This is an optimization exercise on Yosys and OpenROAD, whose aim is small area, a short achievable clock period and few clock cycles, not a production implementation. The RTL was checked by simulation tests, not by an equivalence proof against the original design.

$ cat flow/run.sh
#!/bin/bash
# synth_recipe.tcl (not shown) runs the flow's synth.tcl, then flattens the netlist and writes it again
# the make line also repeats each setting of config.mk as NAME=value (left out here)
make -C /OpenROAD-flow-scripts/flow DESIGN_CONFIG=/design/flow/config.mk WORK_HOME=/design/flow/orfs CLKGATE_MAP_FILE= SYNTH_SCRIPT=/design/flow/synth_recipe.tcl finish
$ cat flow/config.mk
export PLATFORM = sky130hd
export DESIGN_NAME = pn_evaluator
export DESIGN_NICKNAME = pn_evaluator
export VERILOG_FILES = /design/flow/design.v
export SDC_FILE = /design/flow/constraint.sdc
export NUM_CORES = 4
export LEC_CHECK = 0
export ABC_CLOCK_PERIOD_IN_PS = 3000
export CAP_MARGIN = 20
export CORE_MARGIN = 2
export CORE_UTILIZATION = 40
export SETUP_SLACK_MARGIN = 4.5
export SLEW_MARGIN = 20
export TNS_END_PERCENT = 100
$ cat flow/constraint.sdc
create_clock -name core_clock -period 9.0 [get_ports {clk}]
set_input_delay 1.8000 -clock core_clock [delete_from_list [all_inputs] [get_ports {clk}]]
set_output_delay 1.8000 -clock core_clock [all_outputs]
set_load 0.01 [all_outputs]
$ cat flow/design.v
`default_nettype none
package pn_pkg;
    localparam int result_w     = 16;
    localparam int operand_w    = 3;
    localparam int buf_depth    = 16;
    localparam int buf_idx_w    = 4;
    localparam int stack_depth  = 16;
    localparam int stack_ptr_w  = $clog2(stack_depth);
    localparam int max_results  = 4;
    localparam int result_cnt_w = $clog2(max_results + 1);
    localparam int result_idx_w = $clog2(max_results);
    typedef logic signed [result_w-1:0] result_t;
    localparam result_t result_fill = {1'b0, {(result_w - 1){1'b1}}};
    typedef enum logic [1:0] {
        prefix_burst  = 2'd0,
        postfix_burst = 2'd1,
        prefix        = 2'd2,
        postfix       = 2'd3
    } pn_mode_e;
    typedef enum logic [1:0] {
        op_add     = 2'd0,
        op_sub     = 2'd1,
        op_mul     = 2'd2,
        op_abs_sum = 2'd3
    } pn_op_e;
    typedef enum logic [1:0] {
        idle,
        read,
        evaluate,
        emit
    } main_state_e;
    typedef enum logic [2:0] {
        classify,
        push_operand,
        pop_first,
        pop_second,
        calculate,
        push_result
    } stack_step_e;
    typedef struct packed {
        logic                 is_operator;
        logic [operand_w-1:0] value;
    } token_t;
    typedef struct packed {
        logic start;
        logic step;
        logic reverse;
    } scan_cmd_t;
    typedef struct packed {
        logic    push;
        logic    pop;
        result_t push_data;
    } stack_cmd_t;
    typedef struct packed {
        logic   load_first;
        logic   load_second;
        pn_op_e op;
        logic   postfix;
    } alu_cmd_t;
    typedef struct packed {
        logic clear;
        logic record;
        logic emit_start;
        logic descending;
    } collect_cmd_t;
endpackage
`default_nettype wire
`default_nettype none
module mul16lo (
    input  wire [15:0] a,
    input  wire [15:0] b,
    output wire [15:0] p
);
    wire pp0_0 = a[0] & b[0];
    wire pp0_1 = a[1] & b[0];
    wire pp0_2 = a[2] & b[0];
    wire pp0_3 = a[3] & b[0];
    wire pp0_4 = a[4] & b[0];
    wire pp0_5 = a[5] & b[0];
    wire pp0_6 = a[6] & b[0];
    wire pp0_7 = a[7] & b[0];
    wire pp0_8 = a[8] & b[0];
    wire pp0_9 = a[9] & b[0];
    wire pp0_10 = a[10] & b[0];
    wire pp0_11 = a[11] & b[0];
    wire pp0_12 = a[12] & b[0];
    wire pp0_13 = a[13] & b[0];
    wire pp0_14 = a[14] & b[0];
    wire pp0_15 = a[15] & b[0];
    wire pp1_0 = a[0] & b[1];
    wire pp1_1 = a[1] & b[1];
    wire pp1_2 = a[2] & b[1];
    wire pp1_3 = a[3] & b[1];
    wire pp1_4 = a[4] & b[1];
    wire pp1_5 = a[5] & b[1];
    wire pp1_6 = a[6] & b[1];
    wire pp1_7 = a[7] & b[1];
    wire pp1_8 = a[8] & b[1];
    wire pp1_9 = a[9] & b[1];
    wire pp1_10 = a[10] & b[1];
    wire pp1_11 = a[11] & b[1];
    wire pp1_12 = a[12] & b[1];
    wire pp1_13 = a[13] & b[1];
    wire pp1_14 = a[14] & b[1];
    wire pp2_0 = a[0] & b[2];
    wire pp2_1 = a[1] & b[2];
    wire pp2_2 = a[2] & b[2];
    wire pp2_3 = a[3] & b[2];
    wire pp2_4 = a[4] & b[2];
    wire pp2_5 = a[5] & b[2];
    wire pp2_6 = a[6] & b[2];
    wire pp2_7 = a[7] & b[2];
    wire pp2_8 = a[8] & b[2];
    wire pp2_9 = a[9] & b[2];
    wire pp2_10 = a[10] & b[2];
    wire pp2_11 = a[11] & b[2];
    wire pp2_12 = a[12] & b[2];
    wire pp2_13 = a[13] & b[2];
    wire pp3_0 = a[0] & b[3];
    wire pp3_1 = a[1] & b[3];
    wire pp3_2 = a[2] & b[3];
    wire pp3_3 = a[3] & b[3];
    wire pp3_4 = a[4] & b[3];
    wire pp3_5 = a[5] & b[3];
    wire pp3_6 = a[6] & b[3];
    wire pp3_7 = a[7] & b[3];
    wire pp3_8 = a[8] & b[3];
    wire pp3_9 = a[9] & b[3];
    wire pp3_10 = a[10] & b[3];
    wire pp3_11 = a[11] & b[3];
    wire pp3_12 = a[12] & b[3];
    wire pp4_0 = a[0] & b[4];
    wire pp4_1 = a[1] & b[4];
    wire pp4_2 = a[2] & b[4];
    wire pp4_3 = a[3] & b[4];
    wire pp4_4 = a[4] & b[4];
    wire pp4_5 = a[5] & b[4];
    wire pp4_6 = a[6] & b[4];
    wire pp4_7 = a[7] & b[4];
    wire pp4_8 = a[8] & b[4];
    wire pp4_9 = a[9] & b[4];
    wire pp4_10 = a[10] & b[4];
    wire pp4_11 = a[11] & b[4];
    wire pp5_0 = a[0] & b[5];
    wire pp5_1 = a[1] & b[5];
    wire pp5_2 = a[2] & b[5];
    wire pp5_3 = a[3] & b[5];
    wire pp5_4 = a[4] & b[5];
    wire pp5_5 = a[5] & b[5];
    wire pp5_6 = a[6] & b[5];
    wire pp5_7 = a[7] & b[5];
    wire pp5_8 = a[8] & b[5];
    wire pp5_9 = a[9] & b[5];
    wire pp5_10 = a[10] & b[5];
    wire pp6_0 = a[0] & b[6];
    wire pp6_1 = a[1] & b[6];
    wire pp6_2 = a[2] & b[6];
    wire pp6_3 = a[3] & b[6];
    wire pp6_4 = a[4] & b[6];
    wire pp6_5 = a[5] & b[6];
    wire pp6_6 = a[6] & b[6];
    wire pp6_7 = a[7] & b[6];
    wire pp6_8 = a[8] & b[6];
    wire pp6_9 = a[9] & b[6];
    wire pp7_0 = a[0] & b[7];
    wire pp7_1 = a[1] & b[7];
    wire pp7_2 = a[2] & b[7];
    wire pp7_3 = a[3] & b[7];
    wire pp7_4 = a[4] & b[7];
    wire pp7_5 = a[5] & b[7];
    wire pp7_6 = a[6] & b[7];
    wire pp7_7 = a[7] & b[7];
    wire pp7_8 = a[8] & b[7];
    wire pp8_0 = a[0] & b[8];
    wire pp8_1 = a[1] & b[8];
    wire pp8_2 = a[2] & b[8];
    wire pp8_3 = a[3] & b[8];
    wire pp8_4 = a[4] & b[8];
    wire pp8_5 = a[5] & b[8];
    wire pp8_6 = a[6] & b[8];
    wire pp8_7 = a[7] & b[8];
    wire pp9_0 = a[0] & b[9];
    wire pp9_1 = a[1] & b[9];
    wire pp9_2 = a[2] & b[9];
    wire pp9_3 = a[3] & b[9];
    wire pp9_4 = a[4] & b[9];
    wire pp9_5 = a[5] & b[9];
    wire pp9_6 = a[6] & b[9];
    wire pp10_0 = a[0] & b[10];
    wire pp10_1 = a[1] & b[10];
    wire pp10_2 = a[2] & b[10];
    wire pp10_3 = a[3] & b[10];
    wire pp10_4 = a[4] & b[10];
    wire pp10_5 = a[5] & b[10];
    wire pp11_0 = a[0] & b[11];
    wire pp11_1 = a[1] & b[11];
    wire pp11_2 = a[2] & b[11];
    wire pp11_3 = a[3] & b[11];
    wire pp11_4 = a[4] & b[11];
    wire pp12_0 = a[0] & b[12];
    wire pp12_1 = a[1] & b[12];
    wire pp12_2 = a[2] & b[12];
    wire pp12_3 = a[3] & b[12];
    wire pp13_0 = a[0] & b[13];
    wire pp13_1 = a[1] & b[13];
    wire pp13_2 = a[2] & b[13];
    wire pp14_0 = a[0] & b[14];
    wire pp14_1 = a[1] & b[14];
    wire pp15_0 = a[0] & b[15];
    wire s0 = pp0_13 ^ pp1_12;
    wire k0 = pp0_13 & pp1_12;
    wire s1 = pp0_14 ^ pp1_13 ^ pp2_12;
    wire k1 = (pp0_14 & pp1_13) | (pp0_14 & pp2_12) | (pp1_13 & pp2_12);
    wire s2 = pp3_11 ^ pp4_10;
    wire k2 = pp3_11 & pp4_10;
    wire s3 = pp0_15 ^ pp1_14 ^ pp2_13;
    wire k3 = (pp0_15 & pp1_14) | (pp0_15 & pp2_13) | (pp1_14 & pp2_13);
    wire s4 = pp3_12 ^ pp4_11 ^ pp5_10;
    wire k4 = (pp3_12 & pp4_11) | (pp3_12 & pp5_10) | (pp4_11 & pp5_10);
    wire s5 = pp6_9 ^ pp7_8;
    wire k5 = pp6_9 & pp7_8;
    wire s6 = pp0_9 ^ pp1_8;
    wire k6 = pp0_9 & pp1_8;
    wire s7 = pp0_10 ^ pp1_9 ^ pp2_8;
    wire k7 = (pp0_10 & pp1_9) | (pp0_10 & pp2_8) | (pp1_9 & pp2_8);
    wire s8 = pp3_7 ^ pp4_6;
    wire k8 = pp3_7 & pp4_6;
    wire s9 = pp0_11 ^ pp1_10 ^ pp2_9;
    wire k9 = (pp0_11 & pp1_10) | (pp0_11 & pp2_9) | (pp1_10 & pp2_9);
    wire s10 = pp3_8 ^ pp4_7 ^ pp5_6;
    wire k10 = (pp3_8 & pp4_7) | (pp3_8 & pp5_6) | (pp4_7 & pp5_6);
    wire s11 = pp6_5 ^ pp7_4;
    wire k11 = pp6_5 & pp7_4;
    wire s12 = pp0_12 ^ pp1_11 ^ pp2_10;
    wire k12 = (pp0_12 & pp1_11) | (pp0_12 & pp2_10) | (pp1_11 & pp2_10);
    wire s13 = pp3_9 ^ pp4_8 ^ pp5_7;
    wire k13 = (pp3_9 & pp4_8) | (pp3_9 & pp5_7) | (pp4_8 & pp5_7);
    wire s14 = pp6_6 ^ pp7_5 ^ pp8_4;
    wire k14 = (pp6_6 & pp7_5) | (pp6_6 & pp8_4) | (pp7_5 & pp8_4);
    wire s15 = pp9_3 ^ pp10_2;
    wire k15 = pp9_3 & pp10_2;
    wire s16 = s0 ^ pp2_11 ^ pp3_10;
    wire k16 = (s0 & pp2_11) | (s0 & pp3_10) | (pp2_11 & pp3_10);
    wire s17 = pp4_9 ^ pp5_8 ^ pp6_7;
    wire k17 = (pp4_9 & pp5_8) | (pp4_9 & pp6_7) | (pp5_8 & pp6_7);
    wire s18 = pp7_6 ^ pp8_5 ^ pp9_4;
    wire k18 = (pp7_6 & pp8_5) | (pp7_6 & pp9_4) | (pp8_5 & pp9_4);
    wire s19 = pp10_3 ^ pp11_2 ^ pp12_1;
    wire k19 = (pp10_3 & pp11_2) | (pp10_3 & pp12_1) | (pp11_2 & pp12_1);
    wire s20 = s1 ^ s2 ^ pp5_9;
    wire k20 = (s1 & s2) | (s1 & pp5_9) | (s2 & pp5_9);
    wire s21 = pp6_8 ^ pp7_7 ^ pp8_6;
    wire k21 = (pp6_8 & pp7_7) | (pp6_8 & pp8_6) | (pp7_7 & pp8_6);
    wire s22 = pp9_5 ^ pp10_4 ^ pp11_3;
    wire k22 = (pp9_5 & pp10_4) | (pp9_5 & pp11_3) | (pp10_4 & pp11_3);
    wire s23 = pp12_2 ^ pp13_1 ^ pp14_0;
    wire k23 = (pp12_2 & pp13_1) | (pp12_2 & pp14_0) | (pp13_1 & pp14_0);
    wire s24 = s3 ^ s4 ^ s5;
    wire k24 = (s3 & s4) | (s3 & s5) | (s4 & s5);
    wire s25 = pp8_7 ^ pp9_6 ^ pp10_5;
    wire k25 = (pp8_7 & pp9_6) | (pp8_7 & pp10_5) | (pp9_6 & pp10_5);
    wire s26 = pp11_4 ^ pp12_3 ^ pp13_2;
    wire k26 = (pp11_4 & pp12_3) | (pp11_4 & pp13_2) | (pp12_3 & pp13_2);
    wire s27 = pp14_1 ^ pp15_0 ^ k1;
    wire k27 = (pp14_1 & pp15_0) | (pp14_1 & k1) | (pp15_0 & k1);
    wire s28 = pp0_6 ^ pp1_5;
    wire k28 = pp0_6 & pp1_5;
    wire s29 = pp0_7 ^ pp1_6 ^ pp2_5;
    wire k29 = (pp0_7 & pp1_6) | (pp0_7 & pp2_5) | (pp1_6 & pp2_5);
    wire s30 = pp3_4 ^ pp4_3;
    wire k30 = pp3_4 & pp4_3;
    wire s31 = pp0_8 ^ pp1_7 ^ pp2_6;
    wire k31 = (pp0_8 & pp1_7) | (pp0_8 & pp2_6) | (pp1_7 & pp2_6);
    wire s32 = pp3_5 ^ pp4_4 ^ pp5_3;
    wire k32 = (pp3_5 & pp4_4) | (pp3_5 & pp5_3) | (pp4_4 & pp5_3);
    wire s33 = pp6_2 ^ pp7_1;
    wire k33 = pp6_2 & pp7_1;
    wire s34 = s6 ^ pp2_7 ^ pp3_6;
    wire k34 = (s6 & pp2_7) | (s6 & pp3_6) | (pp2_7 & pp3_6);
    wire s35 = pp4_5 ^ pp5_4 ^ pp6_3;
    wire k35 = (pp4_5 & pp5_4) | (pp4_5 & pp6_3) | (pp5_4 & pp6_3);
    wire s36 = pp7_2 ^ pp8_1 ^ pp9_0;
    wire k36 = (pp7_2 & pp8_1) | (pp7_2 & pp9_0) | (pp8_1 & pp9_0);
    wire s37 = s7 ^ s8 ^ pp5_5;
    wire k37 = (s7 & s8) | (s7 & pp5_5) | (s8 & pp5_5);
    wire s38 = pp6_4 ^ pp7_3 ^ pp8_2;
    wire k38 = (pp6_4 & pp7_3) | (pp6_4 & pp8_2) | (pp7_3 & pp8_2);
    wire s39 = pp9_1 ^ pp10_0 ^ k6;
    wire k39 = (pp9_1 & pp10_0) | (pp9_1 & k6) | (pp10_0 & k6);
    wire s40 = s9 ^ s10 ^ s11;
    wire k40 = (s9 & s10) | (s9 & s11) | (s10 & s11);
    wire s41 = pp8_3 ^ pp9_2 ^ pp10_1;
    wire k41 = (pp8_3 & pp9_2) | (pp8_3 & pp10_1) | (pp9_2 & pp10_1);
    wire s42 = pp11_0 ^ k7 ^ k8;
    wire k42 = (pp11_0 & k7) | (pp11_0 & k8) | (k7 & k8);
    wire s43 = s12 ^ s13 ^ s14;
    wire k43 = (s12 & s13) | (s12 & s14) | (s13 & s14);
    wire s44 = s15 ^ pp11_1 ^ pp12_0;
    wire k44 = (s15 & pp11_1) | (s15 & pp12_0) | (pp11_1 & pp12_0);
    wire s45 = k9 ^ k10 ^ k11;
    wire k45 = (k9 & k10) | (k9 & k11) | (k10 & k11);
    wire s46 = s16 ^ s17 ^ s18;
    wire k46 = (s16 & s17) | (s16 & s18) | (s17 & s18);
    wire s47 = s19 ^ pp13_0 ^ k12;
    wire k47 = (s19 & pp13_0) | (s19 & k12) | (pp13_0 & k12);
    wire s48 = k13 ^ k14 ^ k15;
    wire k48 = (k13 & k14) | (k13 & k15) | (k14 & k15);
    wire s49 = s20 ^ s21 ^ s22;
    wire k49 = (s20 & s21) | (s20 & s22) | (s21 & s22);
    wire s50 = s23 ^ k0 ^ k16;
    wire k50 = (s23 & k0) | (s23 & k16) | (k0 & k16);
    wire s51 = k17 ^ k18 ^ k19;
    wire k51 = (k17 & k18) | (k17 & k19) | (k18 & k19);
    wire s52 = s24 ^ s25 ^ s26;
    wire k52 = (s24 & s25) | (s24 & s26) | (s25 & s26);
    wire s53 = s27 ^ k2 ^ k20;
    wire k53 = (s27 & k2) | (s27 & k20) | (k2 & k20);
    wire s54 = k21 ^ k22 ^ k23;
    wire k54 = (k21 & k22) | (k21 & k23) | (k22 & k23);
    wire s55 = pp0_4 ^ pp1_3;
    wire k55 = pp0_4 & pp1_3;
    wire s56 = pp0_5 ^ pp1_4 ^ pp2_3;
    wire k56 = (pp0_5 & pp1_4) | (pp0_5 & pp2_3) | (pp1_4 & pp2_3);
    wire s57 = pp3_2 ^ pp4_1;
    wire k57 = pp3_2 & pp4_1;
    wire s58 = s28 ^ pp2_4 ^ pp3_3;
    wire k58 = (s28 & pp2_4) | (s28 & pp3_3) | (pp2_4 & pp3_3);
    wire s59 = pp4_2 ^ pp5_1 ^ pp6_0;
    wire k59 = (pp4_2 & pp5_1) | (pp4_2 & pp6_0) | (pp5_1 & pp6_0);
    wire s60 = s29 ^ s30 ^ pp5_2;
    wire k60 = (s29 & s30) | (s29 & pp5_2) | (s30 & pp5_2);
    wire s61 = pp6_1 ^ pp7_0 ^ k28;
    wire k61 = (pp6_1 & pp7_0) | (pp6_1 & k28) | (pp7_0 & k28);
    wire s62 = s31 ^ s32 ^ s33;
    wire k62 = (s31 & s32) | (s31 & s33) | (s32 & s33);
    wire s63 = pp8_0 ^ k29 ^ k30;
    wire k63 = (pp8_0 & k29) | (pp8_0 & k30) | (k29 & k30);
    wire s64 = s34 ^ s35 ^ s36;
    wire k64 = (s34 & s35) | (s34 & s36) | (s35 & s36);
    wire s65 = k31 ^ k32 ^ k33;
    wire k65 = (k31 & k32) | (k31 & k33) | (k32 & k33);
    wire s66 = s37 ^ s38 ^ s39;
    wire k66 = (s37 & s38) | (s37 & s39) | (s38 & s39);
    wire s67 = k34 ^ k35 ^ k36;
    wire k67 = (k34 & k35) | (k34 & k36) | (k35 & k36);
    wire s68 = s40 ^ s41 ^ s42;
    wire k68 = (s40 & s41) | (s40 & s42) | (s41 & s42);
    wire s69 = k37 ^ k38 ^ k39;
    wire k69 = (k37 & k38) | (k37 & k39) | (k38 & k39);
    wire s70 = s43 ^ s44 ^ s45;
    wire k70 = (s43 & s44) | (s43 & s45) | (s44 & s45);
    wire s71 = k40 ^ k41 ^ k42;
    wire k71 = (k40 & k41) | (k40 & k42) | (k41 & k42);
    wire s72 = s46 ^ s47 ^ s48;
    wire k72 = (s46 & s47) | (s46 & s48) | (s47 & s48);
    wire s73 = k43 ^ k44 ^ k45;
    wire k73 = (k43 & k44) | (k43 & k45) | (k44 & k45);
    wire s74 = s49 ^ s50 ^ s51;
    wire k74 = (s49 & s50) | (s49 & s51) | (s50 & s51);
    wire s75 = k46 ^ k47 ^ k48;
    wire k75 = (k46 & k47) | (k46 & k48) | (k47 & k48);
    wire s76 = s52 ^ s53 ^ s54;
    wire k76 = (s52 & s53) | (s52 & s54) | (s53 & s54);
    wire s77 = k49 ^ k50 ^ k51;
    wire k77 = (k49 & k50) | (k49 & k51) | (k50 & k51);
    wire s78 = pp0_3 ^ pp1_2;
    wire k78 = pp0_3 & pp1_2;
    wire s79 = s55 ^ pp2_2 ^ pp3_1;
    wire k79 = (s55 & pp2_2) | (s55 & pp3_1) | (pp2_2 & pp3_1);
    wire s80 = s56 ^ s57 ^ pp5_0;
    wire k80 = (s56 & s57) | (s56 & pp5_0) | (s57 & pp5_0);
    wire s81 = s58 ^ s59 ^ k56;
    wire k81 = (s58 & s59) | (s58 & k56) | (s59 & k56);
    wire s82 = s60 ^ s61 ^ k58;
    wire k82 = (s60 & s61) | (s60 & k58) | (s61 & k58);
    wire s83 = s62 ^ s63 ^ k60;
    wire k83 = (s62 & s63) | (s62 & k60) | (s63 & k60);
    wire s84 = s64 ^ s65 ^ k62;
    wire k84 = (s64 & s65) | (s64 & k62) | (s65 & k62);
    wire s85 = s66 ^ s67 ^ k64;
    wire k85 = (s66 & s67) | (s66 & k64) | (s67 & k64);
    wire s86 = s68 ^ s69 ^ k66;
    wire k86 = (s68 & s69) | (s68 & k66) | (s69 & k66);
    wire s87 = s70 ^ s71 ^ k68;
    wire k87 = (s70 & s71) | (s70 & k68) | (s71 & k68);
    wire s88 = s72 ^ s73 ^ k70;
    wire k88 = (s72 & s73) | (s72 & k70) | (s73 & k70);
    wire s89 = s74 ^ s75 ^ k72;
    wire k89 = (s74 & s75) | (s74 & k72) | (s75 & k72);
    wire s90 = s76 ^ s77 ^ k74;
    wire k90 = (s76 & s77) | (s76 & k74) | (s77 & k74);
    wire s91 = pp0_2 ^ pp1_1;
    wire k91 = pp0_2 & pp1_1;
    wire s92 = s78 ^ pp2_1 ^ pp3_0;
    wire k92 = (s78 & pp2_1) | (s78 & pp3_0) | (pp2_1 & pp3_0);
    wire s93 = s79 ^ pp4_0 ^ k78;
    wire k93 = (s79 & pp4_0) | (s79 & k78) | (pp4_0 & k78);
    wire s94 = s80 ^ k55 ^ k79;
    wire k94 = (s80 & k55) | (s80 & k79) | (k55 & k79);
    wire s95 = s81 ^ k57 ^ k80;
    wire k95 = (s81 & k57) | (s81 & k80) | (k57 & k80);
    wire s96 = s82 ^ k59 ^ k81;
    wire k96 = (s82 & k59) | (s82 & k81) | (k59 & k81);
    wire s97 = s83 ^ k61 ^ k82;
    wire k97 = (s83 & k61) | (s83 & k82) | (k61 & k82);
    wire s98 = s84 ^ k63 ^ k83;
    wire k98 = (s84 & k63) | (s84 & k83) | (k63 & k83);
    wire s99 = s85 ^ k65 ^ k84;
    wire k99 = (s85 & k65) | (s85 & k84) | (k65 & k84);
    wire s100 = s86 ^ k67 ^ k85;
    wire k100 = (s86 & k67) | (s86 & k85) | (k67 & k85);
    wire s101 = s87 ^ k69 ^ k86;
    wire k101 = (s87 & k69) | (s87 & k86) | (k69 & k86);
    wire s102 = s88 ^ k71 ^ k87;
    wire k102 = (s88 & k71) | (s88 & k87) | (k71 & k87);
    wire s103 = s89 ^ k73 ^ k88;
    wire k103 = (s89 & k73) | (s89 & k88) | (k73 & k88);
    wire s104 = s90 ^ k75 ^ k89;
    wire k104 = (s90 & k75) | (s90 & k89) | (k75 & k89);
    wire [15:0] x = {s104, s103, s102, s101, s100, s99, s98, s97, s96, s95, s94, s93, s92, s91, pp0_1, pp0_0};
    wire [15:0] y = {k103, k102, k101, k100, k99, k98, k97, k96, k95, k94, k93, k92, k91, pp2_0, pp1_0, 1'b0};
    assign p = x + y;
endmodule
`default_nettype wire
`timescale 1ns/1ps
`default_nettype none
module pn_evaluator (
    input  wire                         clk,
    input  wire                         rst_n,
    input  wire [1:0]                   mode,
    input  wire                         operator,
    input  wire [pn_pkg::operand_w-1:0] in,
    input  wire                         in_valid,
    output logic                        out_valid,
    output pn_pkg::result_t             out
);
    localparam int VW  = 3;    
    localparam int VT  = 7;    
    localparam int VD  = 10;   
    localparam int FD  = 7;    
    localparam int QD  = 3;    
    localparam int BW  = 7;    
    localparam logic [1:0] S_IDLE = 2'd0;
    localparam logic [1:0] S_RECV = 2'd1;
    localparam logic [1:0] S_WAIT = 2'd2;
    localparam logic [1:0] S_EMIT = 2'd3;
    logic [1:0] st;
    logic       pre_q;     
    logic       bur_q;     
    logic       pend;      
    logic       first_pending;
    logic [15:0] vhi [0:VW-1];
    logic [2:0]  vlo [0:VD-1];
    logic [FD-1:0] f_v;
    logic [FD-1:0] f_l;
    logic [1:0]    f_op [0:FD-1];
    logic [3:0]    q [0:QD-1];
    logic [1:0]    qcnt;
    logic [3:0]    lval;
    wire idle  = (st == S_IDLE);
    wire recv  = (st == S_RECV);
    wire waits = (st == S_WAIT);
    wire emit  = (st == S_EMIT);
    logic [15:3]    hs [0:1];
    logic [VT-1:VW] vt;
    wire            wide_up = |vhi[VW-1][15:3];
    logic [15:0] v [0:VD+1];
    always_comb begin
        for (int i = 0; i < VD + 2; i++) begin
            if (i < VW)       v[i] = {vhi[i][15:3], vlo[i]};
            else if (i == VW) v[i] = {vt[VW] ? hs[0] : 13'd0, vlo[i]};
            else if (i < VD)  v[i] = {13'd0, vlo[i]};
            else              v[i] = '0;
        end
    end
    wire       qnz    = (qcnt != 2'd0);
    wire       cur_v  = qnz | in_valid;
    wire       cur_op = qnz ? q[0][3] : operator;
    wire [2:0] cur_x  = qnz ? q[0][2:0] : in;
    wire casc  = pend & f_v[1] & f_l[1];
    wire take  = cur_v & ~casc;
    wire t_op  = take & cur_op;
    wire t_opd = take & ~cur_op;
    wire fpush  = t_op & (idle | pre_q);
    wire pf_op  = t_op & ~idle & ~pre_q & ~bur_q;
    wire pb_op  = t_op & ~idle & ~pre_q & bur_q;
    wire top_l  = f_v[0] & f_l[0];
    wire qb_red = t_opd & ~idle & pre_q & bur_q & top_l & ~pend;
    wire pend_n = casc | (t_opd & ~idle & pre_q & ~bur_q & (pend | top_l));
    logic [1:0]  alu_op;
    logic [15:0] a, b, sum, r;
    wire         sub = (alu_op == 2'd1);
    assign alu_op = pre_q ? f_op[0] : cur_x[1:0];
    assign a   = v[1];
    assign b   = v[0];
    assign sum = a + (b ^ {16{sub}}) + {15'd0, sub};
    logic [15:0] prod;
    mul16lo mul_inst (.a(a), .b(b), .p(prod));
    always_comb begin
        case (alu_op)
            2'd0:    r = sum;
            2'd1:    r = sum;
            2'd2:    r = prod;
            default: r = sum[15] ? -sum : sum;
        endcase
    end
    logic [2:0]    bl, br;
    logic [1:0]    bop;
    logic signed [BW-1:0] bres;
    assign bl  = pre_q ? vlo[0] : vlo[1];
    assign br  = pre_q ? in : vlo[0];
    assign bop = pre_q ? f_op[0] : in[1:0];
    always_comb begin
        case (bop)
            2'd1:    bres = {4'd0, bl} - {4'd0, br};
            2'd2:    bres = {4'd0, bl} * {4'd0, br};
            default: bres = {4'd0, bl} + {4'd0, br};
        endcase
    end
    wire red  = pend;
    wire redx = red & t_opd;
    wire push = t_opd & ~red & ~qb_red;
    wire pop1 = (red & ~t_opd) | pf_op | qb_red;
    always_ff @(posedge clk) begin
        for (int i = 0; i < VD; i++) begin
            if (push) begin
                vlo[i] <= (i == 0) ? cur_x : v[i-1][2:0];
            end else if (redx) begin
                if (i == 0) vlo[i] <= cur_x;
                else if (i == 1) vlo[i] <= r[2:0];
            end else if (pop1) begin
                vlo[i] <= (i == 0 && !qb_red) ? r[2:0] : v[i+1][2:0];
            end else if (pb_op) begin
                vlo[i] <= v[i+2][2:0];
            end
        end
        for (int i = 0; i < VW; i++) begin
            if (push) begin
                vhi[i][15:3] <= (i == 0) ? 13'd0 : v[i-1][15:3];
            end else if (redx) begin
                if (i == 0) vhi[i][15:3] <= 13'd0;
                else if (i == 1) vhi[i][15:3] <= r[15:3];
            end else if (pop1 || pb_op) begin
                vhi[i][15:3] <= (i == 0 && !qb_red && !pb_op) ? r[15:3] : v[i+1][15:3];
            end
        end
        if (push) begin
            if (wide_up) begin
                hs[0] <= vhi[VW-1][15:3];
                hs[1] <= hs[0];
            end
            vt <= {vt[VT-2:VW], wide_up};
        end else if (!redx && (pop1 || pb_op)) begin
            if (vt[VW]) hs[0] <= hs[1];
            vt <= {1'b0, vt[VT-1:VW+1]};
        end
        if (bur_q && !idle) begin
            {vhi[VW-1][14:3], hs[1], hs[0]} <= bx_n;
        end
    end
    always_ff @(posedge clk or negedge rst_n) begin
        if (!rst_n) begin
            f_v <= '0;
        end else if (idle) begin
            if (take) f_v <= {{(FD-1){1'b0}}, cur_op};
        end else if (red) begin
            if (!t_op) f_v <= {1'b0, f_v[FD-1:1]};
        end else if (fpush) begin
            f_v <= {f_v[FD-2:0], 1'b1};
        end else if (qb_red) begin
            f_v <= {1'b0, f_v[FD-1:1]};
        end
    end
    always_ff @(posedge clk) begin
        if (idle) begin
            f_op[0] <= cur_x[1:0];
            f_l[0]  <= 1'b0;
        end else if (red) begin
            if (t_op) begin
                f_op[0] <= cur_x[1:0];
                f_l[0]  <= 1'b0;
                f_l[1]  <= 1'b1;
            end else begin
                for (int i = 0; i < FD - 1; i++) begin
                    f_op[i] <= f_op[i+1];
                    f_l[i]  <= f_l[i+1];
                end
                f_l[0] <= 1'b1;
            end
        end else if (fpush) begin
            for (int i = 1; i < FD; i++) begin
                f_op[i] <= f_op[i-1];
                f_l[i]  <= f_l[i-1];
            end
            f_op[0] <= cur_x[1:0];
            f_l[0]  <= 1'b0;
        end else if (qb_red) begin
            for (int i = 0; i < FD - 1; i++) begin
                f_op[i] <= f_op[i+1];
                f_l[i]  <= f_l[i+1];
            end
        end else if (t_opd && pre_q && !top_l) begin
            f_l[0] <= 1'b1;
        end
    end
    wire q_push = in_valid & (qnz | casc);
    wire q_pop  = qnz & take;
    wire [1:0] q_wr = qcnt - {1'b0, q_pop};
    always_ff @(posedge clk) begin
        for (int i = 0; i < QD; i++) begin
            if (q_push && q_wr == 2'(i)) begin
                q[i] <= {operator, in};
            end else if (q_pop) begin
                q[i] <= (i < QD - 1) ? q[i+1] : q[i];
            end
        end
    end
    always_ff @(posedge clk or negedge rst_n) begin
        if (!rst_n) begin
            qcnt <= '0;
        end else begin
            qcnt <= qcnt + {1'b0, q_push} - {1'b0, q_pop};
        end
    end
    wire       flag_new = qb_red & ~f_v[1] & first_pending;
    wire       ins      = pb_op | qb_red;
    wire       full     = &lval;
    logic [3:0] wr;
    always_comb begin
        wr = '0;
        if (!full) begin
            if (!lval[0])      wr[0] = 1'b1;
            else if (!lval[1]) wr[1] = 1'b1;
            else if (!lval[2]) wr[2] = 1'b1;
            else               wr[3] = 1'b1;
        end else if (pre_q && !flag_new) begin
            wr = lf;
        end
        if (!ins) wr = '0;
    end
    logic [37:0] bx, bx_n;
    assign bx = {vhi[VW-1][14:3], hs[1], hs[0]};
    logic signed [BW-1:0] lv [0:3];
    logic [3:0] lf;
    logic bf [0:3][0:3];
    function automatic int bf_bit(input int i, input int j);
        bf_bit = (i == 0) ? 31 + j : (i == 1) ? 33 + j : 37;
    endfunction
    always_comb begin
        for (int j = 0; j < 4; j++) begin
            lv[j] = bx[7*j +: BW];
            lf[j] = bx[28 + j];
        end
        for (int i = 0; i < 4; i++) begin
            for (int j = 0; j < 4; j++) begin
                bf[i][j] = (i < j) ? bx[bf_bit(i, j)] : 1'b0;
            end
        end
    end
    logic first [0:3];    
    always_comb begin
        for (int j = 0; j < 4; j++) first[j] = pre_q ? (bres > lv[j]) : (bres < lv[j]);
        bx_n = bx;
        for (int i = 0; i < 4; i++) begin
            if (wr[i]) begin
                bx_n[7*i +: BW] = bres;
                bx_n[28 + i]    = flag_new;
            end
            for (int j = i + 1; j < 4; j++) begin
                if (wr[i])      bx_n[bf_bit(i, j)] = first[j];
                else if (wr[j]) bx_n[bf_bit(i, j)] = !first[i];
            end
        end
    end
    logic [3:0] sel;
    always_comb begin
        for (int i = 0; i < 4; i++) begin
            sel[i] = lval[i];
            for (int j = 0; j < 4; j++) begin
                if (j > i) sel[i] = sel[i] & (~lval[j] | bf[i][j]);
                if (j < i) sel[i] = sel[i] & (~lval[j] | ~bf[j][i]);
            end
        end
    end
    logic signed [BW-1:0] pick;
    always_comb begin
        pick = '0;
        for (int i = 0; i < 4; i++) pick = pick | (lv[i] & {BW{sel[i]}});
    end
    wire present = emit | (recv & ~in_valid & bur_q);
    wire last_res = ((lval & ~sel) == 4'd0);
    always_ff @(posedge clk or negedge rst_n) begin
        if (!rst_n) begin
            lval <= '0;
        end else if (idle) begin
            lval <= '0;
        end else if (present) begin
            lval <= lval & ~sel;
        end else begin
            lval <= lval | wr;
        end
    end
    wire done = ~pend & ~qnz;
    wire endc = recv & ~in_valid;
    always_ff @(posedge clk or negedge rst_n) begin
        if (!rst_n) begin
            st            <= S_IDLE;
            pre_q         <= 1'b0;
            bur_q         <= 1'b0;
            pend          <= 1'b0;
            first_pending <= 1'b0;
        end else begin
            pend <= pend_n;
            if (flag_new) first_pending <= 1'b0;
            case (st)
                S_IDLE: begin
                    if (in_valid) begin
                        st            <= S_RECV;
                        pre_q         <= ~mode[0];
                        bur_q         <= ~mode[1];
                        first_pending <= operator;
                    end
                end
                S_RECV: begin
                    if (!in_valid) begin
                        if (bur_q) begin
                            st <= last_res ? S_IDLE : S_EMIT;
                        end else begin
                            st <= done ? S_IDLE : S_WAIT;
                        end
                    end
                end
                S_WAIT: begin
                    if (done) st <= S_IDLE;
                end
                default: begin
                    if (last_res) st <= S_IDLE;
                end
            endcase
        end
    end
    wire ov_reg = emit | (waits & done);
    wire ov_end = recv & (bur_q | done);
    assign out_valid = ov_reg | (ov_end & ~in_valid);
    logic [15:0] res;
    always_comb begin
        if (bur_q) res = {{(16 - BW){pick[BW-1]}}, pick};
        else       res = v[0];
    end
    assign out = (res & {16{ov_reg}}) | (res & {16{ov_end & ~in_valid}});
endmodule
`default_nettype wire
==> run_results.csv, run 1 <==
group,metric,value,unit
global_route,antenna_violations_before_repair,0,
critical_path,crit_path_start_kind,"input pin",
sta,finClkSkew,13.3,ps
drt,post_drt_via_cell_ratio,6.01,
floorplanning,dieHeight,196,um
drt,number_of_detailed_route_iterations_in_the_first_pass,6,
yosys,ys_async_sr_fraction,12.6,%
sta,maxSlewViolCount,0,
placed_design,dp.final_hpwl,34300,um
critical_path,largest_stage_delay_on_the_critical_path,340,ps
floorplanning,io_pins,26,
global_route,groute.usage.overall,26.8,%
critical_path,data_required_time_at_the_worst_endpoint,9200,ps
drt,detail_route.wl_per_cell,22.5,um
drt,drtAntennaViolNets,0,
global_route,overflow,0,
placed_design,gpl.final_weighted_congestion,0.922,
yosys,syn_inst,1710,
sta,finalCriticalPeriod,5320,ps
critical_path,crit_type,"in -> reg",
floorplanning,floorplan.initialDensity,40.4,%
layout,layout-drive-gt1-share,28.0,%
yosys,synth_area,14700,um^2
critical_path,cp_data_arrival_time,5530,ps
drt,met2RoutedLength,24700,um
drt,dr.first_iter.drc_count,1495,
layout,multiInputGateArea,11100,um^2
cts,clock_insertion_delay_worst_skew,450,ps
critical_path,worst-path-max-fanout,8,
layout,finish.instance_area,19300,um^2
cts,htree_num_levels,4,
flow_run,cap_violations,0,
layout,register_area,4300,um^2
yosys,synth.yosys.warnings,10,
yosys,synth_cell_type_count,85,
yosys,postSynthRegisterBits,151,
layout,antenna_cells,0,
layout,final_core_util,53.1,%
cts,clk_transition_reported_paths,80,ps
floorplanning,dieArea,38400,um^2
drt,route.final.wire_length,52900,um
drt,topRoutingLayerUsed,"met4",
drt,drc,0,
layout,fin_nets,2047,
layout,final.fill_count,3239,
floorplanning,row_count,70,
drt,wl_met3,4660,um
sta,setup_viol,0,
cts,clock_tree_from_tritoncts,"built",
floorplanning,standard_cell_core_area,36400,um^2
drt,vias,14107,
sta,final.period_utilization,59.2,%
sta,tightestPinTransition,939,ps
yosys,synth_seq_area_share,29.2,%
placed_design,placement.io_buffers,25,
layout,fin_cells,2348,
cts,cts-root-buf,"sky130_fd_sc_hd__clkbuf_16",
placed_design,dp_cells,2142,
yosys,synth-edff-count,118,
sta,grt_setup_unrepaired,"true",
sta,final.setup.tns,0,ps
yosys,synth_fp_nets,1890,
global_route,grt_pass1_vias,13965,
critical_path,cpMaxStageDelayCell,"sky130_fd_sc_hd__a221o_1",
global_route,first_pass_grt_wire_length,79500,um
drt,met1Wirelength,20600,um
yosys,synthFlopType,"sky130_fd_sc_hd__edfxtp_1",
global_route,grt_max_degree,70,
cts,clkSinkCount,151,
cts,clock_path_buffers,2,
cts,cts_inserted_buffers,17,
critical_path,crit_chain,"buf_12 > nor4b_4 > a221o_1 > buf_12 > nor2_4 > xor2_1 > ha_4 > nor3_4 > a211oi_2 > buf_4 > a32o_2 > o211ai_1 > o211ai_4 > a31oi_4 > mux2i_1 > o221ai_2 > a221o_1",
sta,hold_violations,0,
sta,clock.fmax,0.188,GHz
outcome,run_status,"timing/DRC/antenna clean",
yosys,postSynthAreaPerCell,8.62,um^2
hold_path,worstHoldPathType,"reg -> reg",
sta,maxSlewHeadroom,37.2,%
critical_path,worstSetupEndpointType,"register",
placed_design,placedInstanceArea,15600,um^2
floorplanning,die_w,196,um
layout,layout-area-overhead-vs-synth,31.2,%
sta,final.hold.worst_slack,454,ps
[state kept, by name, indices dropped and copies added, names as in the netlist, 4 cells and up]
register and flops:
f_l 7, f_op 14, f_v 7, hs 26
lval 4, q 12, vhi 39, vlo 30
vt 4
[worst max-delay path: cells and delay by family]
kind | cells | cell delay [ps]
adder cells (fa/ha/maj) | 1 | 290
XOR/XNOR | 1 | 310
buffers and inverters | 3 | 430
AND/OR/NAND/NOR | 3 | 570
AO/OA/AOI/OAI | 8 | 1830
multiplexers | 1 | 270
[path summary, 6_finish.rpt]
kind                                     startpoint                   end  slack, ps  cells past startpoint
max in group asynchronous                     rst_n     bur_q$_DFFE_PN0P_       6550                      1
worst max register to register  vhi[1][3]$_DFFE_PP_  vhi[1][15]$_DFFE_PP_       3760                     18
min in group asynchronous                     rst_n    f_v[5]$_DFFE_PN0P_       1880                      1
worst max-delay path                          in[1]   vhi[1][7]$_DFFE_PP_       3680                     17
worst min-delay path               f_l[5]$_DFFE_PP_      f_l[6]$_DFFE_PP_        450                      0
worst min register to register     f_l[5]$_DFFE_PP_      f_l[6]$_DFFE_PP_        450                      0
[through the flow]
step                worst slack, ps
floorplan                      3630
global placement               2380
detailed placement             2310
CTS                            3770
global route                   3590
finish                         3680
[layout make-up]
class / count / share of cell area, %
timing repair buffer: 231 / 10.8
tap: 468 / 3.03
inverter: 163 / 3.24
clock inverter: 15 / 1.04
multi-input combinational: 1303 / 57.4
clock buffer: 17 / 2.20
sequential: 151 / 22.3
[timing repair]
| item | CTS | global route |
|---|---|---|
| pin swaps | 127 | 99 |
| buffers inserted | 123 | 45 |
| gates cloned | 4 | 2 |
| hold buffers | 0 | 0 |
| gates resized for setup | 289 | 146 |
| setup endpoints to repair | 179 | 134 |
[per-layer routing]
metal	up-vias	track usage [%]
met2	777	44.7
met3	207	4.06
li1	6309	-
met4	0	11.6
met1	6814	34.6
met5	-	0
[Yosys cell counts (all sizes together) (35+ instances only)]
master	n	area, um^2
a21oi	85	429
a31oi	45	282
and2	66	413
clkbuf	85	319
edfxtp	118	3540
fa	84	1680
ha	87	1090
inv	163	612
nand2	243	912
nor2	145	547
o21ai	78	394
xnor2	35	307
xor2	36	315
[placed cells by master (no fill, tap or decap), drive strengths merged, types with 22 or more instances in the layout]
master	count
xnor2	35
nand2	244
edfxtp	118
ha	87
nand3	34
nor3	22
xor2	36
nor2	145
and2	66
a21oi	86
o21ai	78
buf	219
fa	84
inv	169
mux2	24
a31oi	45
[cell families (layout without fill, tap and decap cells)]
group,Yosys count,count (layout),synth area share (%)
buf+inv,258,426,6.65
xor+xnor,71,71,4.22
simple gates,606,607,19.1
flops,151,151,29.2
mux,45,45,3.26
compound gates,408,409,18.8
fa+ha+maj,171,171,18.8
Testbench counts, summed over its fixed seeds: cycles 11,704.
==> inputs of run 2 (changes only) <==
--- a/flow/config.mk
+++ b/flow/config.mk
@@ -11,4 +11,4 @@
 export CORE_UTILIZATION = 40
+export CTS_BUF_LIST = sky130_fd_sc_hd__clkbuf_4 sky130_fd_sc_hd__clkbuf_8
 export SETUP_SLACK_MARGIN = 4.5
 export SLEW_MARGIN = 20
-export TNS_END_PERCENT = 100
==> run 2 against run 1 <==
Against the previous run:
- worst hold slack gained 6.4 ps
- critical endpoint is now vhi[1][12]$_DFFE_PP_
- synthesized cell count stayed put
- first-iteration DRC count increased by 5.0%
- setup slack improved by 43 ps
- register-to-register slack better by 50 ps
- highest routed layer unchanged
- critical path type unchanged
- count of clock-buffer cells in the layout is the same
- non-clock buffer count up 1
- flip-flop and latch count stayed put
- still clean on timing, DRC and antenna
- final area shrank 0.16%
- clock skew is 8.3 ps higher
==> run_results.csv, run 2 <==
group,metric,value,unit
sta,maxSlewHeadroom,36.7,%
global_route,grt_pass1_vias,13957,
yosys,synth-edff-count,118,
layout,top_register,"vhi",
critical_path,reg2regPathDepth,16,
critical_path,cpMaxStageDelayCell,"sky130_fd_sc_hd__a2111oi_4",
placed_design,dp.final_hpwl,34300,um
critical_path,worstSetupEndpointType,"register",
yosys,post-synth-top-area-fraction,24.0,%
layout,fin_nets,2048,
cts,cts-root-buf,"sky130_fd_sc_hd__clkbuf_8",
layout,layout-drive-gt1-share,28.5,%
cts,hold_buffers,0,
floorplanning,dieHeight,196,um
critical_path,critical_path_depth,21,
drt,vias,14076,
placed_design,placement.io_buffers,25,
global_route,overflow,0,
drt,dr.first_iter.drc_count,1570,
layout,antenna_cells,0,
layout,final.fill_count,3226,
critical_path,critical_path.most_common_cell,"sky130_fd_sc_hd__buf_12",
drt,detail_route.wl_per_cell,22.7,um
layout,layout-area-overhead-vs-synth,31.0,%
floorplanning,row_count,70,
global_route,groute.usage.overall,26.9,%
critical_path,r2r-end,"vhi[1][15]$_DFFE_PP_",
yosys,ys_async_sr_fraction,12.6,%
drt,number_of_detailed_route_iterations_in_the_first_pass,6,
global_route,grt_max_degree,70,
layout,largest_registers,"vhi x39, vlo x30, hs x26",
sta,setup_viol,0,
sta,maxSlewViolCount,0,
yosys,postSynthRegisterBits,151,
cts,htree_num_levels,4,
drt,post_drt_via_cell_ratio,5.99,
sta,clock.fmax,0.189,GHz
global_route,antenna_violations_before_repair,0,
yosys,synth.yosys.warnings,10,
sta,final.period_utilization,58.7,%
critical_path,data_required_time_at_the_worst_endpoint,9340,ps
flow_run,cap_violations,0,
layout,multiInputGateArea,11200,um^2
yosys,synth_top_cells_by_count,"sky130_fd_sc_hd__nand2_1, sky130_fd_sc_hd__inv_1, sky130_fd_sc_hd__nor2_1",
drt,drtAntennaViolNets,0,
floorplanning,io_pins,26,
sta,finClkSkew,21.6,ps
critical_path,cp_data_arrival_time,5620,ps
drt,route.final.wire_length,53300,um
sta,hold_violations,0,
cts,clock_insertion_delay_worst_skew,480,ps
placed_design,gpl.final_weighted_congestion,0.922,
hold_path,worstHoldPathType,"reg -> reg",
floorplanning,die_w,196,um
critical_path,crit_path_start_kind,"input pin",
layout,register_area,4300,um^2
critical_path,crit_chain,"buf_12 > nor4b_4 > a221o_1 > buf_12 > nor2_4 > buf_12 > buf_12 > xor2_4 > inv_2 > fa_2 > nand2b_4 > a21oi_4 > xnor2_2 > nand4_1 > buf_6 > a2111oi_4 > o21ai_4 > buf_6 > o41ai_4 > a21oi_1 > a21oi_1",
critical_path,cp_top_family,"compound AO/OA/AOI/OAI gates",
sta,tightestPinTransition,947,ps
sta,final.hold.worst_slack,461,ps
layout,largest_register_ffs,39,
yosys,post_synth_main_area_contributors,"sky130_fd_sc_hd__edfxtp_1, sky130_fd_sc_hd__fa_1, sky130_fd_sc_hd__ha_1",
floorplanning,standard_cell_core_area,36400,um^2
critical_path,largest_stage_delay_on_the_critical_path,420,ps
yosys,synth_largest_area_cell,"sky130_fd_sc_hd__edfxtp_1",
cts,clk_transition_reported_paths,110,ps
critical_path,worst_r2r_startpoint,"vlo[0][2]$_DFFE_PP_",
drt,drc,0,
yosys,postSynthAreaPerCell,8.62,um^2
layout,layout_common_cells,"sky130_fd_sc_hd__nand2_1, sky130_fd_sc_hd__buf_4, sky130_fd_sc_hd__inv_1",
yosys,synth_seq_area_share,29.2,%
cts,clock_path_buffers,2,
yosys,synth_cell_type_count,85,
critical_path,crit_type,"in -> reg",
sta,grt_setup_unrepaired,"true",
cts,cts_inserted_buffers,17,
yosys,synth_area,14700,um^2
critical_path,timing.reg2reg.setup_slack,3810,ps
cts,clkSinkCount,151,
critical_path,worst_setup_path_endpoint,"vhi[1][12]$_DFFE_PP_",
outcome,run_status,"timing/DRC/antenna clean",
yosys,synth_most_common_cell,"sky130_fd_sc_hd__nand2_1",
global_route,first_pass_grt_wire_length,79900,um
layout,layout_commonest_cell,"sky130_fd_sc_hd__nand2_1",
floorplanning,floorplan.initialDensity,40.4,%
sta,finalCriticalPeriod,5280,ps
critical_path,worst-path-max-fanout,5,
yosys,syn_inst,1710,
critical_path,critPathBufInv,7,
cts,clock_tree_from_tritoncts,"built",
yosys,synth_fp_nets,1890,
sta,final.setup.tns,0,ps
yosys,synthFlopType,"sky130_fd_sc_hd__edfxtp_1",
critical_path,first_element_of_the_critical_path,"in[1]",
floorplanning,dieArea,38400,um^2
## run 2: cell counts after synthesis
No cell type changed its count.
## run 2: kinds of logic after synthesis
group / count (synthesis) / share of synthesized area (%)
compound gates: 408 / 18.8
xor+xnor: 71 / 4.22
flops: 151 / 29.2
mux: 45 / 3.26
simple gates: 606 / 19.1
fa+ha+maj: 171 / 18.8
buf+inv: 258 / 6.65
## run 2: repair_timing
item                                    in CTS  in global routing
buffers inserted                           123                 47
cloned                                       4                  1
resized for setup                          313                151
hold endpoints to repair                     0                  0
endpoints found under the setup margin     173                 94
pin swaps                                  152                105
## run 2: worst min-delay path by stage
| stage | to | depth (start not counted) | slack (ps) | startpoint |
|---|---|---|---|---|
| floorplan | f_l[6]$_DFFE_PP_ | 0 | 420 | f_l[5]$_DFFE_PP_ |
| finish | f_op[6][1]$_DFFE_PP_ | 0 | 460 | f_op[5][1]$_DFFE_PP_ |
| detailed placement | f_l[6]$_DFFE_PP_ | 0 | 440 | f_l[5]$_DFFE_PP_ |
| global placement | f_l[6]$_DFFE_PP_ | 0 | 430 | f_l[5]$_DFFE_PP_ |
| CTS | f_op[6][1]$_DFFE_PP_ | 0 | 470 | f_op[5][1]$_DFFE_PP_ |
| global route | f_op[6][0]$_DFFE_PP_ | 0 | 470 | f_op[5][0]$_DFFE_PP_ |
## run 2: layout make-up
| cell class | instances | area share, % |
|---|---|---|
| Multi-Input combinational cell | 1303 | 57.9 |
| Sequential cell | 151 | 22.3 |
| Timing Repair Buffer | 232 | 11.3 |
| Inverter | 163 | 3.25 |
| Tap cell | 468 | 3.03 |
| Clock buffer | 17 | 1.21 |
| Clock inverter | 15 | 1.04 |
## run 2: metal layers
metal,track usage (%),part of all wire [%],vias up
met5,0,0,-
met4,11.4,5.3,0
met3,4.30,8.3,195
met2,44.6,47,720
met1,35.0,39,6854
li1,-,-,6307
## run 2: worst reg2reg max path, stage by stage, from the launching register on
cell                       delay [ps]
sky130_fd_sc_hd__edfxtp_1         490
sky130_fd_sc_hd__buf_12           200
sky130_fd_sc_hd__nand2_4           60
sky130_fd_sc_hd__fa_1             440
sky130_fd_sc_hd__fa_1             510
sky130_fd_sc_hd__fa_1             430
sky130_fd_sc_hd__fa_1             540
sky130_fd_sc_hd__fa_1             460
sky130_fd_sc_hd__fa_2             370
sky130_fd_sc_hd__xnor2_2          220
sky130_fd_sc_hd__xnor2_1          160
sky130_fd_sc_hd__xnor2_1          180
sky130_fd_sc_hd__xnor2_2          130
sky130_fd_sc_hd__xnor2_2          190
sky130_fd_sc_hd__xor2_2           230
sky130_fd_sc_hd__a221oi_2         290
sky130_fd_sc_hd__nor2_1            60
## run 2: metrics by stage
stage	instance area [um^2]	cells	util, %	setup slack [ps]
final	19300	2349	53.0	3720
after global routing	19300	2349	53.0	3560
after CTS	18200	2301	50.0	3770
after detailed placement	15600	2142	42.9	2310
after global placement	15600	2142	42.9	2380
after floorplan	14900	1710	-	3630
==> inputs of run 3 (changes only) <==
--- a/flow/design.v
+++ b/flow/design.v
@@ -453,3 +453,5 @@
     logic [2:0]  vlo [0:VD-1];
-    logic [FD-1:0] f_v;
+    logic [2:0]    f_n;    
+    logic [1:0]    f_v;    
+    assign f_v = {f_n[2] | f_n[1], f_n != 3'd0};
     logic [FD-1:0] f_l;
@@ -562,11 +564,11 @@
         if (!rst_n) begin
-            f_v <= '0;
+            f_n <= '0;
         end else if (idle) begin
-            if (take) f_v <= {{(FD-1){1'b0}}, cur_op};
+            if (take) f_n <= {2'd0, cur_op};
         end else if (red) begin
-            if (!t_op) f_v <= {1'b0, f_v[FD-1:1]};
+            if (!t_op) f_n <= f_n - 3'd1;
         end else if (fpush) begin
-            f_v <= {f_v[FD-2:0], 1'b1};
+            f_n <= f_n + 3'd1;
         end else if (qb_red) begin
-            f_v <= {1'b0, f_v[FD-1:1]};
+            f_n <= f_n - 3'd1;
         end
--- a/flow/config.mk
+++ b/flow/config.mk
@@ -11,4 +11,4 @@
 export CORE_UTILIZATION = 40
-export CTS_BUF_LIST = sky130_fd_sc_hd__clkbuf_4 sky130_fd_sc_hd__clkbuf_8
-export SETUP_SLACK_MARGIN = 4.5
+export SETUP_SLACK_MARGIN = 3.5
 export SLEW_MARGIN = 20
+export TNS_END_PERCENT = 0
==> run 3 against run 2 <==
Against the previous run:
- non-clock buffer count shrank 105
- die area down 0.31%
- worst hold slack about the same
- critical endpoint is now vhi[1][3]$_DFFE_PP_
- highest routed layer unchanged
==> run_results.csv, run 3 <==
group,metric,value,unit
outcome,run_status,"timing/DRC/antenna clean",
layout,largest_registers,"vhi x39, vlo x30, hs x26",
yosys,synth_seq_area_share,28.6,%
yosys,synth_cell_type_count,85,
yosys,synthFlopType,"sky130_fd_sc_hd__edfxtp_1",
hold_path,min_delay_path_depth,0,
critical_path,critPathBufInv,4,
drt,route.final.wire_length,45900,um
floorplanning,floorplan.initialDensity,40.4,%
sta,final.setup.tns,0,ps
drt,post_drt_via_cell_ratio,5.90,
floorplanning,standard_cell_core_area,36300,um^2
yosys,postSynthAreaPerCell,8.67,um^2
critical_path,data_required_time_at_the_worst_endpoint,9190,ps
floorplanning,dieArea,38300,um^2
drt,drc,0,
layout,top_register,"vhi",
sta,finClkSkew,8.52,ps
global_route,grt_max_degree,48,
yosys,synth.yosys.warnings,10,
layout,antenna_cells,0,
critical_path,worstSetupEndpointType,"register",
yosys,synth_area,14700,um^2
cts,clkSinkCount,147,
global_route,overflow,0,
critical_path,crit_chain,"buf_2 > nor4b_4 > a211o_1 > buf_6 > nor2_4 > buf_12 > xor2_1 > ha_2 > a21o_1 > a32o_2 > a31oi_2 > a211oi_2 > buf_4 > o22a_4 > and4_1 > or3_1 > a221o_1",
drt,detail_route.wl_per_cell,20.6,um
sta,final.hold.worst_slack,460,ps
global_route,first_pass_grt_wire_length,70500,um
sta,final.period_utilization,61.5,%
drt,dr.first_iter.drc_count,1304,
floorplanning,row_count,70,
placed_design,pre_cts_slack,2120,ps
critical_path,reg2regPathDepth,20,
placed_design,placement.io_buffers,25,
cts,clock_tree_from_tritoncts,"built",
critical_path,cp_data_arrival_time,5720,ps
yosys,post_synth_main_area_contributors,"sky130_fd_sc_hd__edfxtp_1, sky130_fd_sc_hd__fa_1, sky130_fd_sc_hd__ha_1",
sta,setup_viol,0,
sta,grt_setup_unrepaired,"true",
cts,clk_transition_reported_paths,70,ps
critical_path,cpMaxStageDelayCell,"sky130_fd_sc_hd__or3_1",
yosys,post-synth-top-area-fraction,24.1,%
layout,layout_common_cells,"sky130_fd_sc_hd__nand2_1, sky130_fd_sc_hd__inv_1, sky130_fd_sc_hd__nor2_1",
layout,fin_nets,1927,
floorplanning,dieHeight,196,um
hold_path,worstHoldPathType,"reg -> reg",
sta,finalCriticalPeriod,5530,ps
layout,layout-area-overhead-vs-synth,16.0,%
floorplanning,die_w,196,um
sta,clock.fmax,0.181,GHz
placed_design,dp.final_hpwl,32100,um
sta,maxSlewHeadroom,34.9,%
yosys,synth-edff-count,118,
critical_path,cp_top_family,"compound AO/OA/AOI/OAI gates",
critical_path,critical_path_depth,17,
yosys,syn_inst,1695,
yosys,synth_most_common_cell,"sky130_fd_sc_hd__nand2_1",
placed_design,gpl.final_weighted_congestion,0.934,
yosys,synth_largest_area_cell,"sky130_fd_sc_hd__edfxtp_1",
layout,layout-drive-gt1-share,14.7,%
sta,tightestPinTransition,976,ps
critical_path,largest_stage_delay_on_the_critical_path,420,ps
sta,hold_violations,0,
cts,cts_inserted_buffers,17,
drt,vias,13125,
layout,fin_cells,2225,
sta,fin_ws,3470,ps
critical_path,crit_path_start_kind,"input pin",
cts,cts-root-buf,"sky130_fd_sc_hd__clkbuf_16",
cts,clock_insertion_delay_worst_skew,430,ps
drt,number_of_detailed_route_iterations_in_the_first_pass,6,
cts,htree_num_levels,4,
yosys,ys_async_sr_fraction,10.2,%
layout,largest_register_ffs,39,
global_route,grt_pass1_vias,12476,
global_route,antenna_violations_before_repair,0,
drt,drtAntennaViolNets,0,
critical_path,worst-path-max-fanout,19,
placed_design,dp_cells,2118,
cts,clock_path_buffers,2,
flow_run,cap_violations,0,
yosys,synth_fp_nets,1878,
floorplanning,io_pins,26,
layout,final_core_util,46.9,%
layout,layout_commonest_cell,"sky130_fd_sc_hd__nand2_1",
yosys,postSynthRegisterBits,147,
yosys,synth_top_cells_by_count,"sky130_fd_sc_hd__nand2_1, sky130_fd_sc_hd__inv_1, sky130_fd_sc_hd__nor2_1",
critical_path,crit_type,"in -> reg",
global_route,groute.usage.overall,23.7,%
sta,maxSlewViolCount,0,
[run 3: cell count changes after synthesis, sizes merged, moves of 6 or more]
cell    before  now
o21ai       78   64
o31ai       16   10
a22oi       18   10
nand2      243  252
o211ai      13    7
mux2i       21   15
and2        66   77
nand2b      13   20
nor2       145  130
[run 3: kinds of logic (layout without fill, tap and decap cells)]
family                   Yosys count  after routing  synth area share (%)
multiplexers                      42             42                  3.09
buffers and inverters            257            318                  6.79
AO/OA/AOI/OAI                    398            399                  19.1
AND/OR/NAND/NOR                  612            612                  19.4
flip-flops                       147            147                  28.6
XOR/XNOR                          65             65                  3.97
adder cells (fa/ha/maj)          174            174                  19.1
[run 3: worst reg2reg max path, cell delays in order (launching register included)]
cell and delay [ps]:
sky130_fd_sc_hd__edfxtp_1 430, sky130_fd_sc_hd__buf_12 170, sky130_fd_sc_hd__and2_1 140, sky130_fd_sc_hd__ha_1 290, sky130_fd_sc_hd__inv_1 70, sky130_fd_sc_hd__fa_1 530, sky130_fd_sc_hd__inv_1 60, sky130_fd_sc_hd__fa_1 540
sky130_fd_sc_hd__inv_1 60, sky130_fd_sc_hd__fa_1 530, sky130_fd_sc_hd__inv_1 60, sky130_fd_sc_hd__fa_1 520, sky130_fd_sc_hd__ha_4 220, sky130_fd_sc_hd__and2_4 170, sky130_fd_sc_hd__o21ai_1 90, sky130_fd_sc_hd__o31ai_2 120
sky130_fd_sc_hd__o41ai_2 360, sky130_fd_sc_hd__o21ai_0 200, sky130_fd_sc_hd__xor2_1 210, sky130_fd_sc_hd__o31ai_1 340, sky130_fd_sc_hd__o2bb2ai_1 130
[run 3: final cells by class]
| cell class | instances | area (um^2) |
|---|---|---|
| multi-input cells | 1292 | 9960 |
| well taps | 468 | 586 |
| clock inverters | 15 | 169 |
| clock buffers | 17 | 425 |
| flip-flops and latches | 147 | 4200 |
| repair buffers | 127 | 1100 |
| fillers | 3482 | 19300 |
| inverters | 159 | 597 |
[run 3: path summary, 6_finish.rpt]
check	end	start	slack, ps
worst min-delay path	f_op[6][0]$_DFFE_PP_	f_op[5][0]$_DFFE_PP_	460
min in group asynchronous	qcnt[0]$_DFF_PN0_	rst_n	1810
max in group asynchronous	lval[1]$_DFF_PN0_	rst_n	6720
worst max-delay path	vhi[1][3]$_DFFE_PP_	in[1]	3470
worst max register to register	vhi[1][14]$_DFFE_PP_	vlo[0][1]$_DFFE_PP_	3540
worst min register to register	f_op[6][0]$_DFFE_PP_	f_op[5][0]$_DFFE_PP_	460
[run 3: repair_timing]
item | CTS | global route
gates cloned | 0 | 1
setup buffers | 12 | 62
endpoints found under the setup margin | 91 | 95
gates resized for setup | 29 | 66
pin swaps | 6 | 24
hold buffers | 0 | 0
[run 3: through the flow]
stage	instance area, um^2
final	17000
after global routing	17000
after CTS	16300
after detailed placement	15400
after global placement	15400
after floorplan	14800
[run 3: metal layers]
| layer | vias up | track usage, % | part of all wire, % | wire length, um |
|---|---|---|---|---|
| met5 | - | 0 | 0 | 0 |
| met4 | 0 | 7.86 | 3.0 | 1380 |
| met3 | 93 | 3.25 | 6.7 | 3100 |
| met2 | 535 | 39.5 | 47 | 21800 |
| met1 | 6462 | 31.9 | 43 | 19700 |
| li1 | 6035 | - | - | - |
Testbench counts of run 3, summed over its fixed seeds: cycles 11,704.

[separate check: timing with driven ports]
How much do the figures lean on ideal ports? The routed layouts below were timed once more, with nothing changed but the port constraints.
Step 1 sets driving cells, clkbuf_16 on the clock port and buf_2 on the other inputs (assumed; they add their load-dependent delay and slew).
Step 2 adds t to the input delays and takes it off the output delays; t is the mean of the earliest and latest rising clock arrival at the registers after step 1. Input paths then give back, and output paths get back, about the clock's delay inside the block.
a / b / c = ideal ports / drivers / drivers and shift; a / b = the first two.
run | t, ns | setup WS [ns] | clock arrival spread, ns
run 1 | 0.489 | 3.676 / 3.678 / 3.189 | 0.013 / 0.013
run 2 | 0.517 | 3.719 / 3.716 / 3.199 | 0.022 / 0.022
run 3 | 0.473 | 3.466 / 3.486 / 3.012 | 0.009 / 0.009
After both steps setup and hold are still met in every run listed. The setup slack of run 2, which loses most, moves by -0.003 ns with the drivers and by -0.520 ns with both steps.
